From an optimization exercise on the open Yosys and OpenROAD flow, aimed at small area; shortcuts taken in it are not production practice. Where RTL was checked, it was by simulation tests only, not by an equivalence proof against the original. Function not checked in run 2: the RTL went through the layout flow alone.

==> flow/design.v, too long to show whole: its modules and the start of the top module <==
// module nn_top: 1679 lines
module nn_top #(
  parameter int data_w = 16,
  parameter int frac_w = 8
) (
  input  wire                clk,
  input  wire                rst_n,
  input  wire                in_valid_w1,
  input  wire                in_valid_w2,
  input  wire                in_valid_d,
  input  wire  [data_w-1:0]  weight1,
  input  wire  [data_w-1:0]  weight2,
  input  wire  [data_w-1:0]  data_point,
  output logic               out_valid,
  output logic [data_w-1:0]  out
);
  // ...
==> flow/flow/run.sh <==
#!/bin/bash
# Own flow: the standard layout, with an area-oriented resynthesis of the
# combinational logic (see my_synth.tcl). Each tool's output goes to a log here.
set -euo pipefail
W=$PWD
F=$W/flow
R=$W/orfs/results/$FLOW_PLATFORM/nn_top/base
LG=$W/orfs/logs/$FLOW_PLATFORM/nn_top/base

bash standard.sh synth > $W/log_synth_standard.txt 2>&1
cp $R/1_2_yosys.v $W/netlist_standard.v
cp $LG/1_2_yosys.log $W/log_yosys_standard.txt
python3 $F/regs.py list $W/netlist_standard.v > $W/regs_standard.txt

# 2. the area-oriented synthesis of the same RTL; its flip-flops get the
#    standard synthesis's instance names (checked one-to-one, same cell types)
sleep 1
choice=standard
if bash standard.sh SYNTH_SCRIPT=$F/my_synth.tcl do-yosys > $W/log_synth_area.txt 2>&1; then
  cp $LG/1_2_yosys.log $W/log_yosys_area.txt
  cp $R/1_2_yosys.v $W/netlist_area.v
  if [ -s $W/regs_standard.txt ] && python3 $F/regs.py rename $W/netlist_area.v $W/regs_standard.txt; then
    choice=area
  fi
fi
if [ $choice = area ]; then
  cp $W/netlist_area.v $R/1_2_yosys.v
else
  cp $W/netlist_standard.v $R/1_2_yosys.v
fi
echo "netlist used: $choice" > $W/synth_choice.txt
touch $R/1_2_yosys.v

# 3. the rest of the standard layout from that netlist, with the extra make
#    settings in layout_args.txt (one per line: smaller port buffers, CTS options)
args=()
if [ -f $F/layout_args.txt ]; then
  while IFS= read -r line; do
    [ -n "$line" ] && args+=("$line")
  done < $F/layout_args.txt
fi
bash standard.sh "${args[@]}" finish > $W/log_layout.txt 2>&1
==> flow/flow/abc_area_relaxed.script <==
strash
&get -n
&st
&dch
&nf -R 1000
&put
topo
dnsize -c
==> flow/flow/layout_args.txt <==
BUFFER_PORTS_ARGS=-buffer_cell sky130_fd_sc_hd__buf_1
CTS_ARGS=-sink_clustering_enable -repair_clock_nets -sink_clustering_size 20 -sink_clustering_max_diameter 70 -buf_list sky130_fd_sc_hd__clkbuf_8 -dont_use_dummy_load
==> flow/flow/my_synth.tcl <==
set my_dir [file dirname [file normalize [info script]]]
proc synth {args} {
  if {[lsearch -exact $args "fine:"] >= 0} {
    yosys synth -nofsm -noshare -noabc {*}$args
  } else {
    yosys synth -nofsm -noshare {*}$args
  }
}
proc extract_fa {args} { yosys extract_fa -fa {*}$args }
proc abc {args} {
  global my_dir
  set i [lsearch -exact $args "-script"]
  if {$i >= 0} { set args [lreplace $args [expr {$i+1}] [expr {$i+1}] $my_dir/abc_area_relaxed.script] }
  yosys abc {*}$args
}
source $::env(SCRIPTS_DIR)/synth.tcl
# left out here: clear keep_hierarchy, flatten, clean up, hide names made inside functions, write 1_2_yosys.v
==> flow/flow/regs.py <==
# regs.py list NETLIST            -> "instance cell" per flip-flop, sorted
# regs.py rename NETLIST STDLIST  -> rewrite NETLIST so that each flip-flop has the
#   instance name the standard synthesis gave the same register (names differ only
#   in the $_DFF..._ suffix Yosys adds); exits 1 unless the match is one-to-one
#   with the same cell types.
import re, sys

FF = re.compile(r'^(\s*)(sky130_fd_sc_hd__(?:df|edf|sdf|dl)\w*?)_(\d+)(\s+)(\S+)(\s*\()', re.M)

def regs(text):
    return sorted((m.group(5), m.group(2)) for m in FF.finditer(text))

def base(name):
    return re.sub(r'\$_[A-Z0-9_]+_$', '', name)

if sys.argv[1] == 'list':
    for inst, cell in regs(open(sys.argv[2]).read()):
        print(inst, cell)
    sys.exit(0)

text = open(sys.argv[2]).read()
std = {}
for line in open(sys.argv[3]):
    inst, cell = line.split()
    b = base(inst)
    if b in std:
        sys.exit(1)
    std[b] = (inst, cell)
mine = regs(text)
if len(mine) != len(std):
    sys.exit(1)
seen = set()
ren = {}
for inst, cell in mine:
    b = base(inst)
    if b not in std or b in seen or std[b][1] != cell:
        sys.exit(1)
    seen.add(b)
    ren[inst] = std[b][0]

def sub(m):
    return m.group(1) + m.group(2) + '_' + m.group(3) + m.group(4) + ren[m.group(5)] + m.group(6)

out = FF.sub(sub, text)
if sorted((i, c) for i, c in regs(out)) != sorted((i, c) for i, c in
        (tuple(l.split()) for l in open(sys.argv[3]))):
    sys.exit(1)
open(sys.argv[2], 'w').write(out)
==> flow/standard.sh <==
#!/bin/bash
# synth_recipe.tcl (not shown) runs the flow's synth.tcl, then flattens the netlist and writes it again
# the make line also repeats each setting of config.mk as NAME=value (left out here)
make -C /OpenROAD-flow-scripts/flow DESIGN_CONFIG=/design/flow/config.mk WORK_HOME=/design/flow/orfs CLKGATE_MAP_FILE= SYNTH_SCRIPT=/design/flow/synth_recipe.tcl "${@:-finish}"
==> flow/config.mk <==
export PLATFORM = sky130hd
export DESIGN_NAME = nn_top
export DESIGN_NICKNAME = nn_top
export VERILOG_FILES = /design/flow/design.v
export SDC_FILE = /design/flow/constraint.sdc
export NUM_CORES = 4
export LEC_CHECK = 0
export CAP_MARGIN = 20
export CORE_MARGIN = 2
export CORE_UTILIZATION = 40
export GPL_TIMING_DRIVEN = 0
export SLEW_MARGIN = 20
==> flow/constraint.sdc <==
create_clock -name core_clock -period 12.0 [get_ports {clk}]
set_input_delay 2.4000 -clock core_clock [delete_from_list [all_inputs] [get_ports {clk}]]
set_output_delay 2.4000 -clock core_clock [all_outputs]
set_load 0.01 [all_outputs]
==> impl_metrics.yaml, run 1 <==
run_status:
  status: "timing/DRC/antenna clean"
setup_path:
  r2r_slack_ns: 0.62
  cp_num_cells: 33
  r2r_cells: 32
  cp_max_fo: 30
  crit_top_cell: "fa_1"
  r2r-end: "r[15]$_DFF_P_"
  cp_num_buf_inv: 5
  max_stage_delay_ns: 0.53
finish:
  layout_commonest_cell: "edfxtp_1"
  drive_above_1_share: 0.0939
  top_regs: "w1 (192), d (64), w2 (48)"
  max_flop_register: "w1"
  top_area_cell_class: "multi-input gates"
  n_all_buffers: 144
sta:
  final.min_clock_period_ns: 11.58
  fin_crit_sh: 0.965
  slew_violations: 0
  setup_tns_ns: 0
clocking:
  ctsResizeCount: 8
  clkTransAtPathRegs_ns: 0.11
  clock-sinks: 353
  clockBufferDepth: 3
  cts_tree: "yes"
  cts_root_buffer: "clkbuf_8"
  htree_num_levels: 1
global_route:
  use_met3: 0.0188
placed_design:
  io_buffers: 69
  place_area_um2: 23700
synth:
  synth_warnings: 4
routing:
  routed_wl_mm: 60.3
  first_iter_violations: 1460
hold_path:
  min_path_cells: 0
floorplan:
  die_height_um: 236
==> run 2: changes to the inputs <==
--- a/flow/design.v
+++ b/flow/design.v
@@ -127,17 +127,17 @@
                         ({16{ya_5}} & w1[5]);
   wire [15:0] yb_rest = ({16{yb_3r}} & w1[3]) | ({16{yb_10}} & w1[10]) |
                         ({16{yb_11}} & w1[11]) | ({16{yb_v2}} & w2[2]) | ({16{yb_6}} & w1[6]) |
                         ({16{yb_7}} & w1[7]) | ({16{yb_v1}} & w2[1]);
   wire [15:0] ya = ({16{ya_0}} & w1[0]) | ({16{~in_valid_d}} & ya_rest);
   wire [15:0] yb = ({16{yb_2}} & w1[2]) | ({16{~in_valid_d}} & yb_rest);
   wire [15:0] acc_in = ({16{c1 | c3 | c6}} & r) | ({16{c7}} & h);
   wire [15:0] s;
-  wire t_0, t_1, t_2, t_3, t_4, t_5, t_6, t_7, t_8, t_9, t_10, t_11, t_12, t_13, t_14, t_15, t_16, t_17, t_18, t_19, t_20, t_21, t_22, t_23, t_24, t_25, t_26, t_27, t_28, t_29, t_30, t_31, t_32, t_33, t_34, t_35, t_36, t_37, t_38, t_39, t_40, t_41, t_42, t_43, t_44, t_45, t_46, t_47, t_48, t_49, t_50, t_51, t_52, t_53, t_54, t_55, t_56, t_57, t_58, t_59, t_60, t_61, t_62, t_63, t_64, t_65, t_66, t_67, t_68, t_69, t_70, t_71, t_72, t_73, t_74, t_75, t_76, t_77, t_78, t_79, t_80, t_81, t_82, t_83, t_84, t_85, t_86, t_87, t_88, t_89, t_90, t_91, t_92, t_93, t_94, t_95, t_96, t_97, t_98, t_99, t_100, t_101, t_102, t_103, t_104, t_105, t_106, t_107, t_108, t_109, t_110, t_111, t_112, t_113, t_114, t_115, t_116, t_117, t_118, t_119, t_120, t_121, t_122, t_123, t_124, t_125, t_126, t_127, t_128, t_129, t_130, t_131, t_132, t_133, t_134, t_135, t_136, t_137, t_138, t_139, t_140, t_141, t_142, t_143, t_144, t_145, t_146, t_147, t_148, t_149, t_150, t_151, t_152, t_153, t_154, t_155, t_156, t_157, t_158, t_159, t_160, t_161, t_162, t_163, t_164, t_165, t_166, t_167, t_168, t_169, t_170, t_171, t_172, t_173, t_174, t_175, t_176, t_177, t_178, t_179, t_180, t_181, t_182, t_183, t_184, t_185, t_186, t_187, t_188, t_189, t_190, t_191, t_192, t_193, t_194, t_195, t_196, t_197, t_198, t_199, t_200, t_201, t_202, t_203, t_204, t_205, t_206, t_207, t_208, t_209, t_210, t_211, t_212, t_213, t_214, t_215, t_216, t_217, t_218, t_219, t_220, t_221, t_222, t_223, t_224, t_225, t_226, t_227, t_228, t_229, t_230, t_231, t_232, t_233, t_234, t_235, t_236, t_237, t_238, t_239, t_240, t_241, t_242, t_243, t_244, t_245, t_246, t_247, t_248, t_249, t_250, t_251, t_252, t_253, t_254, t_255, t_256, t_257, t_258, t_259, t_260, t_261, t_262, t_263, t_264, t_265, t_266, t_267, t_268, t_269, t_270, t_271, t_272, t_273, t_274, t_275, t_276, t_277, t_278, t_279, t_280, t_281, t_282, t_283, t_284, t_285, t_286, t_287, t_288, t_289, t_290, t_291, t_292, t_293, t_294, t_295, t_296, t_297, t_298, t_299, t_300, t_301, t_302, t_303, t_304, t_305, t_306, t_307, t_308, t_309, t_310, t_311, t_312, t_313, t_314, t_315, t_316, t_317, t_318, t_319, t_320, t_321, t_322, t_323, t_324, t_325, t_326, t_327, t_328, t_329, t_330, t_331, t_332, t_333, t_334, t_335, t_336, t_337, t_338, t_339, t_340, t_341, t_342, t_343, t_344, t_345, t_346, t_347, t_348, t_349, t_350, t_351, t_352, t_353, t_354, t_355, t_356, t_357, t_358, t_359, t_360, t_361, t_362, t_363, t_364, t_365, t_366, t_367, t_368, t_369, t_370, t_371, t_372, t_373, t_374, t_375, t_376, t_377, t_378, t_379, t_380, t_381, t_382, t_383, t_384, t_385, t_386, t_387, t_388, t_389, t_390, t_391, t_392, t_393, t_394, t_395, t_396, t_397, t_398, t_399, t_400, t_401, t_402, t_403, t_404, t_405, t_406, t_407, t_408, t_409, t_410, t_411, t_412, t_413, t_414, t_415, t_416, t_417, t_418, t_419, t_420, t_421, t_422, t_423, t_424, t_425, t_426, t_427, t_428, t_429, t_430, t_431, t_432, t_433, t_434, t_435, t_436, t_437, t_438, t_439, t_440, t_441, t_442, t_443, t_444, t_445, t_446, t_447, t_448, t_449, t_450, t_451, t_452, t_453, t_454, t_455, t_456, t_457, t_458, t_459, t_460, t_461, t_462, t_463, t_464, t_465, t_466, t_467, t_468, t_469, t_470, t_471, t_472, t_473, t_474, t_475, t_476, t_477, t_478, t_479, t_480, t_481, t_482, t_483, t_484, t_485, t_486, t_487, t_488, t_489, t_490, t_491, t_492, t_493, t_494, t_495, t_496, t_497, t_498, t_499, t_500, t_501, t_502, t_503, t_504, t_505, t_506, t_507, t_508, t_509, t_510, t_511, t_512, t_513, t_514, t_515, t_516, t_517, t_518, t_519, t_520, t_521, t_522, t_523, t_524, t_525, t_526, t_527, t_528, t_529, t_530, t_531, t_532, t_533, t_534, t_535, t_536, t_537, t_538, t_539, t_540, t_541, t_542, t_543, t_544, t_545, t_546, t_547, t_548, t_549, t_550, t_551, t_552, t_553, t_554, t_555, t_556, t_557, t_558, t_559, t_560, t_561, t_562, t_563, t_564, t_565, t_566, t_567, t_568, t_569, t_570, t_571, t_572, t_573, t_574, t_575, t_576, t_577, t_578, t_579, t_580, t_581, t_582, t_583, t_584, t_585, t_586, t_587, t_588, t_589, t_590, t_591, t_592, t_593, t_594, t_595, t_596, t_597, t_598, t_599, t_600, t_601, t_602, t_603, t_604, t_605, t_606, t_607, t_608, t_609, t_610, t_611, t_612, t_613, t_614, t_615, t_616, t_617, t_618, t_619, t_620, t_621, t_622, t_623, t_624, t_625, t_626, t_627, t_628, t_629, t_630, t_631, t_632, t_633, t_634, t_635, t_636, t_637, t_638, t_639, t_640, t_641, t_642, t_643, t_644, t_645, t_646, t_647, t_648, t_649, t_650, t_651, t_652, t_653, t_654, t_655, t_656, t_657, t_658, t_659, t_660, t_661, t_662, t_663, t_664, t_665, t_666, t_667, t_668, t_669, t_670, t_671, t_672, t_673, t_674, t_675, t_676, t_677, t_678, t_679, t_680, t_681, t_682, t_683, t_684, t_685, t_686, t_687, t_688, t_689, t_690, t_691, t_692, t_693, t_694, t_695, t_696, t_697, t_698, t_699, t_700, t_701, t_702, t_703, t_704, t_705, t_706, t_707, t_708, t_709, t_710, t_711, t_712, t_713, t_714, t_715, t_716, t_717, t_718, t_719, t_720, t_721, t_722, t_723, t_724, t_725, t_726, t_727, t_728, t_729, t_730, t_731, t_732, t_733, t_734, t_735, t_736, t_737, t_738, t_739, t_740, t_741, t_742, t_743, t_744, t_745, t_746, t_747, t_748, t_749, t_750, t_751, t_752, t_753, t_754, t_755, t_756, t_757, t_758, t_759, t_760, t_761, t_762, t_763, t_764, t_765, t_766, t_767, t_768, t_769, t_770, t_771, t_772, t_773, t_774, t_775, t_776, t_777, t_778, t_779, t_780, t_781, t_782, t_783, t_784, t_785, t_786, t_787, t_788, t_789, t_790, t_791, t_792, t_793, t_794, t_795, t_796, t_797, t_798, t_799, t_800, t_801, t_802, t_803, t_804, t_805, t_806, t_807, t_808, t_809, t_810, t_811, t_812, t_813, t_814, t_815, t_816, t_817, t_818, t_819, t_820, t_821, t_822, t_823, t_824, t_825, t_826, t_827, t_828, t_829, t_830, t_831, t_832, t_833, t_834, t_835, t_836, t_837, t_838, t_839, t_840, t_841, t_842, t_843, t_844, t_845, t_846, t_847, t_848, t_849, t_850, t_851, t_852, t_853, t_854, t_855, t_856, t_857, t_858, t_859, t_860, t_861, t_862, t_863, t_864, t_865, t_866, t_867, t_868, t_869, t_870, t_871, t_872, t_873, t_874, t_875, t_876, t_877, t_878, t_879, t_880, t_881, t_882, t_883, t_884, t_885, t_886, t_887, t_888, t_889, t_890, t_891, t_892, t_893, t_894, t_895, t_896, t_897, t_898, t_899, t_900, t_901, t_902, t_903, t_904, t_905, t_906, t_907, t_908, t_909, t_910, t_911, t_912, t_913, t_914, t_915, t_916, t_917, t_918, t_919, t_920, t_921, t_922, t_923, t_924, t_925, t_926, t_927, t_928, t_929, t_930, t_931, t_932, t_933, t_934, t_935, t_936, t_937, t_938, t_939, t_940, t_941, t_942, t_943, t_944, t_945, t_946, t_947, t_948, t_949, t_950, t_951, t_952, t_953, t_954, t_955, t_956, t_957, t_958, t_959, t_960, t_961, t_962, t_963, t_964, t_965, t_966, t_967, t_968, t_969, t_970, t_971, t_972, t_973, t_974, t_975, t_976, t_977, t_978, t_979, t_980, t_981, t_982, t_983, t_984, t_985, t_986, t_987, t_988, t_989, t_990, t_991, t_992, t_993, t_994, t_995, t_996, t_997, t_998, t_999, t_1000, t_1001, t_1002, t_1003, t_1004, t_1005, t_1006, t_1007, t_1008, t_1009, t_1010, t_1011, t_1012, t_1013, t_1014, t_1015, t_1016, t_1017, t_1018, t_1019, t_1020, t_1021, t_1022, t_1023, t_1024, t_1025, t_1026, t_1027, t_1028, t_1029, t_1030, t_1031, t_1032, t_1033, t_1034, t_1035, t_1036, t_1037, t_1038, t_1039, t_1040, t_1041, t_1042, t_1043, t_1044, t_1045, t_1046, t_1047, t_1048, t_1049, t_1050, t_1051, t_1052, t_1053, t_1054, t_1055, t_1056, t_1057, t_1058, t_1059, t_1060, t_1061, t_1062, t_1063, t_1064, t_1065, t_1066, t_1067, t_1068, t_1069, t_1070, t_1071, t_1072, t_1073, t_1074, t_1075, t_1076, t_1077, t_1078, t_1079, t_1080, t_1081, t_1082, t_1083, t_1084, t_1085, t_1086, t_1087, t_1088, t_1089, t_1090, t_1091, t_1092, t_1093, t_1094, t_1095, t_1096, t_1097, t_1098, t_1099, t_1100, t_1101, t_1102, t_1103, t_1104, t_1105, t_1106, t_1107, t_1108, t_1109, t_1110, t_1111, t_1112, t_1113, t_1114, t_1115, t_1116, t_1117, t_1118, t_1119, t_1120, t_1121, t_1122, t_1123, t_1124, t_1125, t_1126, t_1127, t_1128, t_1129, t_1130, t_1131, t_1132, t_1133, t_1134, t_1135, t_1136, t_1137, t_1138, t_1139, t_1140, t_1141, t_1142, t_1143, t_1144, t_1145, t_1146, t_1147, t_1148, t_1149, t_1150, t_1151, t_1152, t_1153, t_1154, t_1155, t_1156, t_1157, t_1158, t_1159, t_1160, t_1161, t_1162, t_1163, t_1164, t_1165, t_1166, t_1167, t_1168, t_1169, t_1170, t_1171, t_1172, t_1173, t_1174, t_1175, t_1176, t_1177, t_1178, t_1179, t_1180, t_1181, t_1182, t_1183, t_1184, t_1185, t_1186, t_1187, t_1188, t_1189, t_1190, t_1191, t_1192, t_1193, t_1194, t_1195, t_1196, t_1197, t_1198, t_1199, t_1200, t_1201, t_1202, t_1203, t_1204, t_1205, t_1206, t_1207, t_1208, t_1209, t_1210, t_1211, t_1212, t_1213, t_1214, t_1215, t_1216, t_1217, t_1218, t_1219, t_1220, t_1221, t_1222, t_1223, t_1224, t_1225, t_1226, t_1227, t_1228, t_1229, t_1230, t_1231, t_1232, t_1233, t_1234, t_1235, t_1236, t_1237, t_1238, t_1239, t_1240, t_1241, t_1242, t_1243, t_1244, t_1245, t_1246, t_1247, t_1248, t_1249, t_1250, t_1251, t_1252, t_1253, t_1254, t_1255, t_1256, t_1257, t_1258, t_1259, t_1260, t_1261, t_1262, t_1263, t_1264, t_1265, t_1266, t_1267, t_1268, t_1269, t_1270, t_1271, t_1272, t_1273, t_1274, t_1275, t_1276, t_1277, t_1278, t_1279, t_1280, t_1281, t_1282, t_1283, t_1284, t_1285, t_1286, t_1287, t_1288, t_1289, t_1290, t_1291, t_1292, t_1293, t_1294, t_1295, t_1296, t_1297, t_1298, t_1299, t_1300, t_1301, t_1302, t_1303, t_1304, t_1305, t_1306, t_1307, t_1308, t_1309, t_1310, t_1311, t_1312, t_1313, t_1314, t_1315, t_1316, t_1317, t_1318, t_1319, t_1320, t_1321, t_1322, t_1323, t_1324, t_1325, t_1326, t_1327, t_1328, t_1329, t_1330, t_1331, t_1332, t_1333, t_1334, t_1335, t_1336, t_1337, t_1338, t_1339, t_1340, t_1341, t_1342, t_1343, t_1344, t_1345, t_1346, t_1347, t_1348, t_1349, t_1350, t_1351, t_1352, t_1353, t_1354, t_1355, t_1356, t_1357, t_1358, t_1359, t_1360, t_1361, t_1362, t_1363, t_1364, t_1365, t_1366, t_1367, t_1368, t_1369, t_1370, t_1371, t_1372, t_1373, t_1374, t_1375, t_1376, t_1377, t_1378, t_1379, t_1380, t_1381, t_1382, t_1383, t_1384, t_1385, t_1386, t_1387, t_1388, t_1389, t_1390, t_1391, t_1392, t_1393, t_1394, t_1395, t_1396, t_1397, t_1398, t_1399, t_1400, t_1401, t_1402, t_1403, t_1404, t_1405, t_1406, t_1407, t_1408, t_1409, t_1410, t_1411, t_1412, t_1413, t_1414, t_1415, t_1416, t_1417, t_1418, t_1419, t_1420, t_1421, t_1422, t_1423, t_1424, t_1425, t_1426, t_1427, t_1428, t_1429, t_1430, t_1431, t_1432, t_1433, t_1434, t_1435, t_1436, t_1437, t_1438, t_1439, t_1440, t_1441, t_1442, t_1443, t_1444, t_1445, t_1446, t_1447, t_1448, t_1449, t_1450, t_1451, t_1452, t_1453, t_1454, t_1455, t_1456, t_1457, t_1458, t_1459, t_1460, t_1461, t_1462, t_1463, t_1464, t_1465, t_1466, t_1467, t_1468, t_1469, t_1470, t_1471, t_1472, t_1473, t_1474, t_1475, t_1476, t_1477, t_1478, t_1479, t_1480, t_1481, t_1482, t_1483, t_1484, t_1485, t_1486, t_1487, t_1488, t_1489, t_1490, t_1491, t_1492, t_1493, t_1494, t_1495, t_1496, t_1497, t_1498, t_1499, t_1500, t_1501, t_1502, t_1503, t_1504, t_1505, t_1506, t_1507, t_1508, t_1509, t_1510, t_1511, t_1512, t_1513, t_1514, t_1515, t_1516, t_1517, t_1518, t_1519, t_1520, t_1521, t_1522, t_1523, t_1524, t_1525, t_1526, t_1527, t_1528, t_1529, t_1530, t_1531, t_1532, t_1533, t_1534, t_1535, t_1536, t_1537, t_1538, t_1539, t_1540, t_1541, t_1542, t_1543, t_1544, t_1545, t_1546, t_1547, t_1548, t_1549, t_1550, t_1551, t_1552, t_1553;
+  wire t_0, t_1, t_2, t_3, t_4, t_5, t_6, t_7, t_8, t_9, t_10, t_11, t_12, t_13, t_14, t_15, t_16, t_17, t_18, t_19, t_20, t_21, t_22, t_23, t_24, t_25, t_26, t_27, t_28, t_29, t_30, t_31, t_32, t_33, t_34, t_35, t_36, t_37, t_38, t_39, t_40, t_41, t_42, t_43, t_44, t_45, t_46, t_47, t_48, t_49, t_50, t_51, t_52, t_53, t_54, t_55, t_56, t_57, t_58, t_59, t_60, t_61, t_62, t_63, t_64, t_65, t_66, t_67, t_68, t_69, t_70, t_71, t_72, t_73, t_74, t_75, t_76, t_77, t_78, t_79, t_80, t_81, t_82, t_83, t_84, t_85, t_86, t_87, t_88, t_89, t_90, t_91, t_92, t_93, t_94, t_95, t_96, t_97, t_98, t_99, t_100, t_101, t_102, t_103, t_104, t_105, t_106, t_107, t_108, t_109, t_110, t_111, t_112, t_113, t_114, t_115, t_116, t_117, t_118, t_119, t_120, t_121, t_122, t_123, t_124, t_125, t_126, t_127, t_128, t_129, t_130, t_131, t_132, t_133, t_134, t_135, t_136, t_137, t_138, t_139, t_140, t_141, t_142, t_143, t_144, t_145, t_146, t_147, t_148, t_149, t_150, t_151, t_152, t_153, t_154, t_155, t_156, t_157, t_158, t_159, t_160, t_161, t_162, t_163, t_164, t_165, t_166, t_167, t_168, t_169, t_170, t_171, t_172, t_173, t_174, t_175, t_176, t_177, t_178, t_179, t_180, t_181, t_182, t_183, t_184, t_185, t_186, t_187, t_188, t_189, t_190, t_191, t_192, t_193, t_194, t_195, t_196, t_197, t_198, t_199, t_200, t_201, t_202, t_203, t_204, t_205, t_206, t_207, t_208, t_209, t_210, t_211, t_212, t_213, t_214, t_215, t_216, t_217, t_218, t_219, t_220, t_221, t_222, t_223, t_224, t_225, t_226, t_227, t_228, t_229, t_230, t_231, t_232, t_233, t_234, t_235, t_236, t_237, t_238, t_239, t_240, t_241, t_242, t_243, t_244, t_245, t_246, t_247, t_248, t_249, t_250, t_251, t_252, t_253, t_254, t_255, t_256, t_257, t_258, t_259, t_260, t_261, t_262, t_263, t_264, t_265, t_266, t_267, t_268, t_269, t_270, t_271, t_272, t_273, t_274, t_275, t_276, t_277, t_278, t_279, t_280, t_281, t_282, t_283, t_284, t_285, t_286, t_287, t_288, t_289, t_290, t_291, t_292, t_293, t_294, t_295, t_296, t_297, t_298, t_299, t_300, t_301, t_302, t_303, t_304, t_305, t_306, t_307, t_308, t_309, t_310, t_311, t_312, t_313, t_314, t_315, t_316, t_317, t_318, t_319, t_320, t_321, t_322, t_323, t_324, t_325, t_326, t_327, t_328, t_329, t_330, t_331, t_332, t_333, t_334, t_335, t_336, t_337, t_338, t_339, t_340, t_341, t_342, t_343, t_344, t_345, t_346, t_347, t_348, t_349, t_350, t_351, t_352, t_353, t_354, t_355, t_356, t_357, t_358, t_359, t_360, t_361, t_362, t_363, t_364, t_365, t_366, t_367, t_368, t_369, t_370, t_371, t_372, t_373, t_374, t_375, t_376, t_377, t_378, t_379, t_380, t_381, t_382, t_383, t_384, t_385, t_386, t_387, t_388, t_389, t_390, t_391, t_392, t_393, t_394, t_395, t_396, t_397, t_398, t_399, t_400, t_401, t_402, t_403, t_404, t_405, t_406, t_407, t_408, t_409, t_410, t_411, t_412, t_413, t_414, t_415, t_416, t_417, t_418, t_419, t_420, t_421, t_422, t_423, t_424, t_425, t_426, t_427, t_428, t_429, t_430, t_431, t_432, t_433, t_434, t_435, t_436, t_437, t_438, t_439, t_440, t_441, t_442, t_443, t_444, t_445, t_446, t_447, t_448, t_449, t_450, t_451, t_452, t_453, t_454, t_455, t_456, t_457, t_458, t_459, t_460, t_461, t_462, t_463, t_464, t_465, t_466, t_467, t_468, t_469, t_470, t_471, t_472, t_473, t_474, t_475, t_476, t_477, t_478, t_479, t_480, t_481, t_482, t_483, t_484, t_485, t_486, t_487, t_488, t_489, t_490, t_491, t_492, t_493, t_494, t_495, t_496, t_497, t_498, t_499, t_500, t_501, t_502, t_503, t_504, t_505, t_506, t_507, t_508, t_509, t_510, t_511, t_512, t_513, t_514, t_515, t_516, t_517, t_518, t_519, t_520, t_521, t_522, t_523, t_524, t_525, t_526, t_527, t_528, t_529, t_530, t_531, t_532, t_533, t_534, t_535, t_536, t_537, t_538, t_539, t_540, t_541, t_542, t_543, t_544, t_545, t_546, t_547, t_548, t_549, t_550, t_551, t_552, t_553, t_554, t_555, t_556, t_557, t_558, t_559, t_560, t_561, t_562, t_563, t_564, t_565, t_566, t_567, t_568, t_569, t_570, t_571, t_572, t_573, t_574, t_575, t_576, t_577, t_578, t_579, t_580, t_581, t_582, t_583, t_584, t_585, t_586, t_587, t_588, t_589, t_590, t_591, t_592, t_593, t_594, t_595, t_596, t_597, t_598, t_599, t_600, t_601, t_602, t_603, t_604, t_605, t_606, t_607, t_608, t_609, t_610, t_611, t_612, t_613, t_614, t_615, t_616, t_617, t_618, t_619, t_620, t_621, t_622, t_623, t_624, t_625, t_626, t_627, t_628, t_629, t_630, t_631, t_632, t_633, t_634, t_635, t_636, t_637, t_638, t_639, t_640, t_641, t_642, t_643, t_644, t_645, t_646, t_647, t_648, t_649, t_650, t_651, t_652, t_653, t_654, t_655, t_656, t_657, t_658, t_659, t_660, t_661, t_662, t_663, t_664, t_665, t_666, t_667, t_668, t_669, t_670, t_671, t_672, t_673, t_674, t_675, t_676, t_677, t_678, t_679, t_680, t_681, t_682, t_683, t_684, t_685, t_686, t_687, t_688, t_689, t_690, t_691, t_692, t_693, t_694, t_695, t_696, t_697, t_698, t_699, t_700, t_701, t_702, t_703, t_704, t_705, t_706, t_707, t_708, t_709, t_710, t_711, t_712, t_713, t_714, t_715, t_716, t_717, t_718, t_719, t_720, t_721, t_722, t_723, t_724, t_725, t_726, t_727, t_728, t_729, t_730, t_731, t_732, t_733, t_734, t_735, t_736, t_737, t_738, t_739, t_740, t_741, t_742, t_743, t_744, t_745, t_746, t_747, t_748, t_749, t_750, t_751, t_752, t_753, t_754, t_755, t_756, t_757, t_758, t_759, t_760, t_761, t_762, t_763, t_764, t_765, t_766, t_767, t_768, t_769, t_770, t_771, t_772, t_773, t_774, t_775, t_776, t_777, t_778, t_779, t_780, t_781, t_782, t_783, t_784, t_785, t_786, t_787, t_788, t_789, t_790, t_791, t_792, t_793, t_794, t_795, t_796, t_797, t_798, t_799, t_800, t_801, t_802, t_803, t_804, t_805, t_806, t_807, t_808, t_809, t_810, t_811, t_812, t_813, t_814, t_815, t_816, t_817, t_818, t_819, t_820, t_821, t_822, t_823, t_824, t_825, t_826, t_827, t_828, t_829, t_830, t_831, t_832, t_833, t_834, t_835, t_836, t_837, t_838, t_839, t_840, t_841, t_842, t_843, t_844, t_845, t_846, t_847, t_848, t_849, t_850, t_851, t_852, t_853, t_854, t_855, t_856, t_857, t_858, t_859, t_860, t_861, t_862, t_863, t_864, t_865, t_866, t_867, t_868, t_869, t_870, t_871, t_872, t_873, t_874, t_875, t_876, t_877, t_878, t_879, t_880, t_881, t_882, t_883, t_884, t_885, t_886, t_887, t_888, t_889, t_890, t_891, t_892, t_893, t_894, t_895, t_896, t_897, t_898, t_899, t_900, t_901, t_902, t_903, t_904, t_905, t_906, t_907, t_908, t_909, t_910, t_911, t_912, t_913, t_914, t_915, t_916, t_917, t_918, t_919, t_920, t_921, t_922, t_923, t_924, t_925, t_926, t_927, t_928, t_929, t_930, t_931, t_932, t_933, t_934, t_935, t_936, t_937, t_938, t_939, t_940, t_941, t_942, t_943, t_944, t_945, t_946, t_947, t_948, t_949, t_950, t_951, t_952, t_953, t_954, t_955, t_956, t_957, t_958, t_959, t_960, t_961, t_962, t_963, t_964, t_965, t_966, t_967, t_968, t_969, t_970, t_971, t_972, t_973, t_974, t_975, t_976, t_977, t_978, t_979, t_980, t_981, t_982, t_983, t_984, t_985, t_986, t_987, t_988, t_989, t_990, t_991, t_992, t_993, t_994, t_995, t_996, t_997, t_998, t_999, t_1000, t_1001, t_1002, t_1003, t_1004, t_1005, t_1006, t_1007, t_1008, t_1009, t_1010, t_1011, t_1012, t_1013, t_1014, t_1015, t_1016, t_1017, t_1018, t_1019, t_1020, t_1021, t_1022, t_1023, t_1024, t_1025, t_1026, t_1027, t_1028, t_1029, t_1030, t_1031, t_1032, t_1033, t_1034, t_1035, t_1036, t_1037, t_1038, t_1039, t_1040, t_1041, t_1042, t_1043, t_1044, t_1045, t_1046, t_1047, t_1048, t_1049, t_1050, t_1051, t_1052, t_1053, t_1054, t_1055, t_1056, t_1057, t_1058, t_1059, t_1060, t_1061, t_1062, t_1063, t_1064, t_1065, t_1066, t_1067, t_1068, t_1069, t_1070, t_1071, t_1072, t_1073, t_1074, t_1075, t_1076, t_1077, t_1078, t_1079, t_1080, t_1081, t_1082, t_1083, t_1084, t_1085, t_1086, t_1087, t_1088, t_1089, t_1090, t_1091, t_1092, t_1093, t_1094, t_1095, t_1096, t_1097, t_1098, t_1099, t_1100, t_1101, t_1102, t_1103, t_1104, t_1105, t_1106, t_1107, t_1108, t_1109, t_1110, t_1111, t_1112, t_1113, t_1114, t_1115, t_1116, t_1117, t_1118, t_1119, t_1120, t_1121, t_1122, t_1123, t_1124, t_1125, t_1126, t_1127, t_1128, t_1129, t_1130, t_1131, t_1132, t_1133, t_1134, t_1135, t_1136, t_1137, t_1138, t_1139, t_1140, t_1141, t_1142, t_1143, t_1144, t_1145, t_1146, t_1147, t_1148, t_1149, t_1150, t_1151, t_1152, t_1153, t_1154, t_1155, t_1156, t_1157, t_1158, t_1159, t_1160, t_1161, t_1162, t_1163, t_1164, t_1165, t_1166, t_1167, t_1168, t_1169, t_1170, t_1171, t_1172, t_1173, t_1174, t_1175, t_1176, t_1177, t_1178, t_1179, t_1180, t_1181, t_1182, t_1183, t_1184, t_1185, t_1186, t_1187, t_1188, t_1189, t_1190, t_1191, t_1192, t_1193, t_1194, t_1195, t_1196, t_1197, t_1198, t_1199, t_1200, t_1201, t_1202, t_1203, t_1204, t_1205, t_1206, t_1207, t_1208, t_1209, t_1210, t_1211, t_1212, t_1213, t_1214, t_1215, t_1216, t_1217, t_1218, t_1219, t_1220, t_1221, t_1222, t_1223, t_1224, t_1225, t_1226, t_1227, t_1228, t_1229, t_1230, t_1231, t_1232, t_1233, t_1234, t_1235, t_1236, t_1237, t_1238, t_1239, t_1240, t_1241, t_1242, t_1243, t_1244, t_1245, t_1246, t_1247, t_1248, t_1249, t_1250, t_1251, t_1252, t_1253, t_1254, t_1255, t_1256, t_1257, t_1258, t_1259, t_1260, t_1261, t_1262, t_1263, t_1264, t_1265, t_1266, t_1267, t_1268, t_1269, t_1270, t_1271, t_1272, t_1273, t_1274, t_1275, t_1276, t_1277, t_1278, t_1279, t_1280, t_1281, t_1282, t_1283, t_1284, t_1285, t_1286, t_1287, t_1288, t_1289, t_1290, t_1291, t_1292, t_1293, t_1294, t_1295, t_1296, t_1297, t_1298, t_1299, t_1300, t_1301, t_1302, t_1303, t_1304, t_1305, t_1306, t_1307, t_1308, t_1309, t_1310, t_1311, t_1312, t_1313, t_1314, t_1315, t_1316, t_1317, t_1318, t_1319, t_1320, t_1321, t_1322, t_1323, t_1324, t_1325, t_1326, t_1327, t_1328, t_1329, t_1330, t_1331, t_1332, t_1333, t_1334, t_1335, t_1336, t_1337, t_1338, t_1339, t_1340, t_1341, t_1342, t_1343, t_1344, t_1345, t_1346, t_1347, t_1348, t_1349, t_1350, t_1351, t_1352, t_1353, t_1354, t_1355, t_1356, t_1357, t_1358, t_1359, t_1360, t_1361, t_1362, t_1363, t_1364, t_1365, t_1366, t_1367, t_1368, t_1369, t_1370, t_1371, t_1372, t_1373, t_1374, t_1375, t_1376, t_1377, t_1378, t_1379, t_1380, t_1381, t_1382, t_1383, t_1384, t_1385, t_1386, t_1387, t_1388, t_1389, t_1390, t_1391, t_1392, t_1393, t_1394, t_1395, t_1396, t_1397, t_1398, t_1399, t_1400, t_1401, t_1402, t_1403, t_1404, t_1405, t_1406, t_1407, t_1408, t_1409, t_1410, t_1411, t_1412, t_1413, t_1414, t_1415, t_1416, t_1417, t_1418, t_1419, t_1420, t_1421, t_1422, t_1423, t_1424, t_1425, t_1426, t_1427, t_1428, t_1429, t_1430, t_1431, t_1432, t_1433, t_1434, t_1435, t_1436, t_1437, t_1438, t_1439, t_1440, t_1441, t_1442, t_1443, t_1444, t_1445, t_1446, t_1447, t_1448, t_1449, t_1450, t_1451, t_1452, t_1453, t_1454, t_1455, t_1456, t_1457, t_1458, t_1459, t_1460, t_1461, t_1462, t_1463, t_1464, t_1465, t_1466, t_1467, t_1468, t_1469, t_1470, t_1471, t_1472, t_1473, t_1474, t_1475, t_1476, t_1477, t_1478, t_1479, t_1480, t_1481, t_1482, t_1483, t_1484, t_1485, t_1486, t_1487, t_1488, t_1489, t_1490, t_1491, t_1492, t_1493, t_1494, t_1495, t_1496, t_1497, t_1498, t_1499, t_1500, t_1501, t_1502, t_1503, t_1504, t_1505, t_1506, t_1507, t_1508, t_1509, t_1510, t_1511, t_1512, t_1513, t_1514, t_1515, t_1516, t_1517, t_1518, t_1519, t_1520, t_1521, t_1522, t_1523, t_1524, t_1525, t_1526, t_1527, t_1528, t_1529, t_1530, t_1531, t_1532, t_1533, t_1534, t_1535, t_1536, t_1537, t_1538, t_1539, t_1540, t_1541, t_1542, t_1543, t_1544, t_1545, t_1546, t_1547, t_1548, t_1549, t_1550, t_1551, t_1552, t_1553, t_1554, t_1555, t_1556, t_1557, t_1558, t_1559, t_1560, t_1561, t_1562, t_1563, t_1564, t_1565, t_1566, t_1567, t_1568, t_1569;
   assign t_0 = ~xa[0];
   assign t_1 = xa[1] & t_0;
   assign t_2 = ~xa[1];
   assign t_3 = xa[0] & ya[0];
   assign t_4 = t_3 ^ xa[1];
   assign t_5 = xa[0] & ya[1];
   assign t_6 = t_1 & ya[0];
   assign t_7 = t_5 | t_6;
@@ -1635,64 +1635,80 @@
   assign t_1499 = t_1437 ^ t_1468;
   assign t_1500 = t_1437 & t_1468;
   assign t_1501 = t_1470 ^ t_1469 ^ t_1500;
   assign t_1502 = (t_1470 & t_1469) | (t_1470 & t_1500) | (t_1469 & t_1500);
   assign t_1503 = t_1472 ^ t_1471 ^ t_1502;
   assign t_1504 = (t_1472 & t_1471) | (t_1472 & t_1502) | (t_1471 & t_1502);
   assign t_1505 = t_1474 ^ t_1473 ^ t_1504;
   assign t_1506 = (t_1474 & t_1473) | (t_1474 & t_1504) | (t_1473 & t_1504);
-  assign t_1507 = t_1476 ^ t_1475 ^ t_1506;
-  assign t_1508 = (t_1476 & t_1475) | (t_1476 & t_1506) | (t_1475 & t_1506);
-  assign t_1509 = t_1478 ^ t_1477 ^ t_1508;
-  assign t_1510 = (t_1478 & t_1477) | (t_1478 & t_1508) | (t_1477 & t_1508);
-  assign t_1511 = t_1480 ^ t_1479 ^ t_1510;
-  assign t_1512 = (t_1480 & t_1479) | (t_1480 & t_1510) | (t_1479 & t_1510);
-  assign t_1513 = t_1482 ^ t_1481 ^ t_1512;
-  assign t_1514 = (t_1482 & t_1481) | (t_1482 & t_1512) | (t_1481 & t_1512);
-  assign t_1515 = t_1484 ^ t_1483;
-  assign t_1516 = ~t_1484;
-  assign t_1517 = t_1516 ^ t_1483;
-  assign t_1518 = t_1484 & t_1483;
-  assign t_1519 = t_1484 | t_1483;
-  assign t_1520 = t_1486 ^ t_1485 ^ t_1518;
-  assign t_1521 = t_1486 ^ t_1485 ^ t_1519;
-  assign t_1522 = (t_1486 & t_1485) | (t_1486 & t_1518) | (t_1485 & t_1518);
-  assign t_1523 = (t_1486 & t_1485) | (t_1486 & t_1519) | (t_1485 & t_1519);
-  assign t_1524 = t_1488 ^ t_1487 ^ t_1522;
-  assign t_1525 = t_1488 ^ t_1487 ^ t_1523;
-  assign t_1526 = (t_1488 & t_1487) | (t_1488 & t_1522) | (t_1487 & t_1522);
-  assign t_1527 = (t_1488 & t_1487) | (t_1488 & t_1523) | (t_1487 & t_1523);
-  assign t_1528 = t_1490 ^ t_1489 ^ t_1526;
-  assign t_1529 = t_1490 ^ t_1489 ^ t_1527;
-  assign t_1530 = (t_1490 & t_1489) | (t_1490 & t_1526) | (t_1489 & t_1526);
-  assign t_1531 = (t_1490 & t_1489) | (t_1490 & t_1527) | (t_1489 & t_1527);
-  assign t_1532 = t_1492 ^ t_1491 ^ t_1530;
-  assign t_1533 = t_1492 ^ t_1491 ^ t_1531;
-  assign t_1534 = (t_1492 & t_1491) | (t_1492 & t_1530) | (t_1491 & t_1530);
-  assign t_1535 = (t_1492 & t_1491) | (t_1492 & t_1531) | (t_1491 & t_1531);
-  assign t_1536 = t_1494 ^ t_1493 ^ t_1534;
-  assign t_1537 = t_1494 ^ t_1493 ^ t_1535;
-  assign t_1538 = (t_1494 & t_1493) | (t_1494 & t_1534) | (t_1493 & t_1534);
-  assign t_1539 = (t_1494 & t_1493) | (t_1494 & t_1535) | (t_1493 & t_1535);
-  assign t_1540 = t_1496 ^ t_1495 ^ t_1538;
-  assign t_1541 = t_1496 ^ t_1495 ^ t_1539;
-  assign t_1542 = (t_1496 & t_1495) | (t_1496 & t_1538) | (t_1495 & t_1538);
-  assign t_1543 = (t_1496 & t_1495) | (t_1496 & t_1539) | (t_1495 & t_1539);
-  assign t_1544 = t_1498 ^ t_1497 ^ t_1542;
-  assign t_1545 = t_1498 ^ t_1497 ^ t_1543;
-  assign t_1546 = t_1514 ? t_1517 : t_1515;
-  assign t_1547 = t_1514 ? t_1521 : t_1520;
-  assign t_1548 = t_1514 ? t_1525 : t_1524;
-  assign t_1549 = t_1514 ? t_1529 : t_1528;
-  assign t_1550 = t_1514 ? t_1533 : t_1532;
-  assign t_1551 = t_1514 ? t_1537 : t_1536;
-  assign t_1552 = t_1514 ? t_1541 : t_1540;
-  assign t_1553 = t_1514 ? t_1545 : t_1544;
-  assign s = {t_1553, t_1552, t_1551, t_1550, t_1549, t_1548, t_1547, t_1546, t_1513, t_1511, t_1509, t_1507, t_1505, t_1503, t_1501, t_1499};
+  assign t_1507 = t_1476 ^ t_1475;
+  assign t_1508 = ~t_1476;
+  assign t_1509 = t_1508 ^ t_1475;
+  assign t_1510 = t_1476 & t_1475;
+  assign t_1511 = t_1476 | t_1475;
+  assign t_1512 = t_1478 ^ t_1477 ^ t_1510;
+  assign t_1513 = t_1478 ^ t_1477 ^ t_1511;
+  assign t_1514 = (t_1478 & t_1477) | (t_1478 & t_1510) | (t_1477 & t_1510);
+  assign t_1515 = (t_1478 & t_1477) | (t_1478 & t_1511) | (t_1477 & t_1511);
+  assign t_1516 = t_1480 ^ t_1479 ^ t_1514;
+  assign t_1517 = t_1480 ^ t_1479 ^ t_1515;
+  assign t_1518 = (t_1480 & t_1479) | (t_1480 & t_1514) | (t_1479 & t_1514);
+  assign t_1519 = (t_1480 & t_1479) | (t_1480 & t_1515) | (t_1479 & t_1515);
+  assign t_1520 = t_1482 ^ t_1481 ^ t_1518;
+  assign t_1521 = t_1482 ^ t_1481 ^ t_1519;
+  assign t_1522 = (t_1482 & t_1481) | (t_1482 & t_1518) | (t_1481 & t_1518);
+  assign t_1523 = (t_1482 & t_1481) | (t_1482 & t_1519) | (t_1481 & t_1519);
+  assign t_1524 = t_1506 ? t_1509 : t_1507;
+  assign t_1525 = t_1506 ? t_1513 : t_1512;
+  assign t_1526 = t_1506 ? t_1517 : t_1516;
+  assign t_1527 = t_1506 ? t_1521 : t_1520;
+  assign t_1528 = t_1506 ? t_1523 : t_1522;
+  assign t_1529 = t_1484 ^ t_1483;
+  assign t_1530 = ~t_1484;
+  assign t_1531 = t_1530 ^ t_1483;
+  assign t_1532 = t_1484 & t_1483;
+  assign t_1533 = t_1484 | t_1483;
+  assign t_1534 = t_1486 ^ t_1485 ^ t_1532;
+  assign t_1535 = t_1486 ^ t_1485 ^ t_1533;
+  assign t_1536 = (t_1486 & t_1485) | (t_1486 & t_1532) | (t_1485 & t_1532);
+  assign t_1537 = (t_1486 & t_1485) | (t_1486 & t_1533) | (t_1485 & t_1533);
+  assign t_1538 = t_1488 ^ t_1487 ^ t_1536;
+  assign t_1539 = t_1488 ^ t_1487 ^ t_1537;
+  assign t_1540 = (t_1488 & t_1487) | (t_1488 & t_1536) | (t_1487 & t_1536);
+  assign t_1541 = (t_1488 & t_1487) | (t_1488 & t_1537) | (t_1487 & t_1537);
+  assign t_1542 = t_1490 ^ t_1489 ^ t_1540;
+  assign t_1543 = t_1490 ^ t_1489 ^ t_1541;
+  assign t_1544 = (t_1490 & t_1489) | (t_1490 & t_1540) | (t_1489 & t_1540);
+  assign t_1545 = (t_1490 & t_1489) | (t_1490 & t_1541) | (t_1489 & t_1541);
+  assign t_1546 = t_1528 ? t_1531 : t_1529;
+  assign t_1547 = t_1528 ? t_1535 : t_1534;
+  assign t_1548 = t_1528 ? t_1539 : t_1538;
+  assign t_1549 = t_1528 ? t_1543 : t_1542;
+  assign t_1550 = t_1528 ? t_1545 : t_1544;
+  assign t_1551 = t_1492 ^ t_1491;
+  assign t_1552 = ~t_1492;
+  assign t_1553 = t_1552 ^ t_1491;
+  assign t_1554 = t_1492 & t_1491;
+  assign t_1555 = t_1492 | t_1491;
+  assign t_1556 = t_1494 ^ t_1493 ^ t_1554;
+  assign t_1557 = t_1494 ^ t_1493 ^ t_1555;
+  assign t_1558 = (t_1494 & t_1493) | (t_1494 & t_1554) | (t_1493 & t_1554);
+  assign t_1559 = (t_1494 & t_1493) | (t_1494 & t_1555) | (t_1493 & t_1555);
+  assign t_1560 = t_1496 ^ t_1495 ^ t_1558;
+  assign t_1561 = t_1496 ^ t_1495 ^ t_1559;
+  assign t_1562 = (t_1496 & t_1495) | (t_1496 & t_1558) | (t_1495 & t_1558);
+  assign t_1563 = (t_1496 & t_1495) | (t_1496 & t_1559) | (t_1495 & t_1559);
+  assign t_1564 = t_1498 ^ t_1497 ^ t_1562;
+  assign t_1565 = t_1498 ^ t_1497 ^ t_1563;
+  assign t_1566 = t_1550 ? t_1553 : t_1551;
+  assign t_1567 = t_1550 ? t_1557 : t_1556;
+  assign t_1568 = t_1550 ? t_1561 : t_1560;
+  assign t_1569 = t_1550 ? t_1565 : t_1564;
+  assign s = {t_1569, t_1568, t_1567, t_1566, t_1549, t_1548, t_1547, t_1546, t_1527, t_1526, t_1525, t_1524, t_1505, t_1503, t_1501, t_1499};
   always_ff @(posedge clk) begin
     r <= s;
     if (c2 | c5) h <= r;
   end
   assign out_valid = c8;
   assign out = {16{c8}} & r;
 endmodule
 `default_nettype wire
==> flow/flow/layout_args.txt (replaced) <==
BUFFER_PORTS_ARGS=-buffer_cell sky130_fd_sc_hd__buf_1
CTS_ARGS=-sink_clustering_enable -repair_clock_nets -sink_clustering_size 16 -sink_clustering_max_diameter 60 -buf_list sky130_fd_sc_hd__clkbuf_8 -dont_use_dummy_load
==> impl_metrics.yaml, run 2 <==
synth:
  synth-edff-count: 320
  synth_top_flop_cell: "edfxtp_1"
  yosys_register_bits: 353
  synthTopCellsByCount: "320 x edfxtp_1, 198 x fa_1, 185 x xnor2_1"
  syn-instance-count: 1603
  synth_top_area_frac: 0.445
  synth_area_leaders: "edfxtp_1 44%, fa_1 18%, xnor2_1 7.5%"
  synth.most_common_cell: "edfxtp_1"
  syn-cell-area_um2: 21600
  synth_area_leader_cell: "edfxtp_1"
  syn-num-nets: 1854
  yosysUniqueCellTypes: 39
  ys_seq_area_frac: 0.479
  async_flop_share: 0.0482
  syn-mean-instance-area_um2: 13.5
  synth_warnings: 4
floorplan:
  rows: 85
  die_w_um: 236
  pin_count: 70
  die_area_um2: 55900
  start_util: 0.403
  die_height_um: 236
  core_um2: 53600
clocking:
  htree_num_levels: 1
  cts_root_buffer: "clkbuf_8"
  clk_latency_ns: 0.62
  clock-sinks: 353
  clockBufferDepth: 3
  cts_tree: "yes"
  numCtsBuffers: 29
  clkTransAtPathRegs_ns: 0.10
sta:
  fmax_ghz: 0.0877
  final.min_clock_period_ns: 11.41
  hold_ws_ns: 0.412
  setup_viol: 0
  fin_crit_sh: 0.951
  slew-limit-headroom: 0.260
  setup_slack_ns: 0.593
  tightest_slew_ns: 1.11
  fin_skew_ns: 0.0648
  setup_tns_ns: 0
  rsz0062_at_grt: "no"
  slew_violations: 0
  finalHoldViolations: 0
routing:
  first_iter_violations: 1474
  via_count: 14900
  routed_wl_mm: 60.8
  vias_per_cell: 6.02
  ant_nets: 0
  dr.pass1.iters: 6
  wl_per_cell_um: 24.6
  drc: 0
placed_design:
  hpwlAfterDp_mm: 45.7
  place_area_um2: 23700
  io_buffers: 69
  place.gp.congestion: 0.932
  place_ws_ns: -0.393
  dpl.cell_count: 2439
finish:
  diodes: 0
  fin_cells: 2476
  syn2layout_area_growth_pct: 12.2
  utilization: 0.452
  top_regs: "w1 (192), d (64), w2 (48)"
  max_flop_register: "w1"
  nFillCells: 4931
  layout_common_cells: "320 x edfxtp_1, 198 x fa_1, 178 x xnor2_1"
  finalNetCount: 2033
  finalInstanceArea_um2: 24200
  layout_commonest_cell: "edfxtp_1"
  drive_above_1_share: 0.0944
  largest_register_ffs: 192
global_route:
  grt_overflow: 0
  grt_pass1_wl_mm: 93.7
  antenna_found_initial: 1
  grt_use_total: 0.218
  grt_max_degree: 36
  grt_pass1_vias: 15300
setup_path:
  critPathKind: "in2reg"
  arrival_ns: 11.90
  crit_family: "adder cells"
  cp_slowest_cell: "nor3b_2"
  cp_max_fo: 33
  worstSetupEndpointType: "flip-flop"
  cp_num_buf_inv: 5
  max_stage_delay_ns: 0.54
  cp_data_required_time_ns: 12.49
  crit_top_cell: "fa_1"
  cp-start-kind: "input port"
hold_path:
  hold_path_class: "reg2reg"
run_status:
  status: "timing/DRC/antenna clean"
flow_run:
  maxCapViolations: 0
[run 2: cell count changes after synthesis, sizes merged, moves of 5 or more]
cell	previous run	this run
o22ai	139	149
a21oi	49	55
a22oi	127	117
nand2	105	98
xnor2	180	185
[run 2: area by class of cell]
type,instances,area (um2),share of cell area
flip-flops and latches,353,10400,0.427
well taps,696,871,0.0359
repair buffers,148,1110,0.0458
inverters,21,82.6,0.00341
multi-input cells,1229,11400,0.471
clock buffers,29,399,0.0165
[run 2: metal layers]
layer	track usage	up-vias	routed length [um]
li1	-	6496	-
met1	0.286	7677	24600
met4	0.0825	4	2370
met5	0	-	33
met2	0.373	610	30400
met3	0.0253	115	3410
[run 2: kinds of logic (layout without fill, tap and decap cells)]
logic type                 count (synthesis)  count (layout)  synth area share
muxes                                     13              13           0.00614
AOI/OAI and AO/OA                        487             487             0.155
adders and majority gates                202             202             0.185
xor gates and xnor gates                 317             317             0.129
DFF                                      353             353             0.479
buffers and inverters                     21             198           0.00365
and+or+nand+nor                          210             210            0.0426
[run 2: path summary, 6_finish.rpt]
kind	startpoint	to	slack (ns)	cells past startpoint
max in group asynchronous	rst_n	n_w2[0]$_DFFE_PN0P_	9.47	1
worst max-delay path	in_valid_d	r[15]$_DFF_P_	0.59	32
worst min-delay path	d[3][9]$_DFFE_PP_	d[2][9]$_DFFE_PP_	0.41	0
min in group asynchronous	rst_n	n_w2[1]$_DFFE_PN0P_	1.90	1
worst max register to register	c7$_DFF_PN0_	r[15]$_DFF_P_	0.69	31
worst min register to register	d[3][9]$_DFFE_PP_	d[2][9]$_DFFE_PP_	0.41	0
[run 2: timing repair]
item / in CTS / in global routing
gates resized for setup: 0 / 4
endpoints found under the setup margin: 0 / 3
setup buffers: 0 / 7
hold endpoints to repair: 0 / 0
hold buffers: 0 / 0
[run 2: worst register-to-register path: cells and delay by family, from the launching register on]
family | cells | cell delay [ns]
adders and majority gates | 11 | 4.90
xor gates and xnor gates | 4 | 1.40
DFF | 1 | 0.88
and+or+nand+nor | 5 | 1.19
AOI/OAI and AO/OA | 9 | 1.73
buffers and inverters | 2 | 1.11

port drivers added, routing unchanged:
No port has a modelled driver above. Below, the same layouts with a new extraction and two added sets of constraints. Step 1 assumes that a clkbuf_16 drives the clock port and a buf_2 every other input. Step 2 adds t to the input delays and takes it off the output delays; t is the mean of the earliest and latest rising clock arrival at the registers after step 1. Input paths then give back, and output paths get back, about the clock's delay inside the block. a / b / c = no drivers / after step 1 / after step 2; a / b = the first two.
run	t (ns)	setup slack, ns	hold WS [ns]	worst slew at a driven data input, ns
run 1	0.631	0.424 / 0.436 / -0.195	0.390 / 0.390 / 0.390	0.04
run 2	0.643	0.593 / 0.622 / -0.021	0.412 / 0.412 / 0.412	0.04
Met with ideal ports but missed after step 2: setup timing in run 1 and run 2. The setup slack of run 1, which loses most, moves by +0.012 ns with the drivers and by -0.619 ns with both steps.
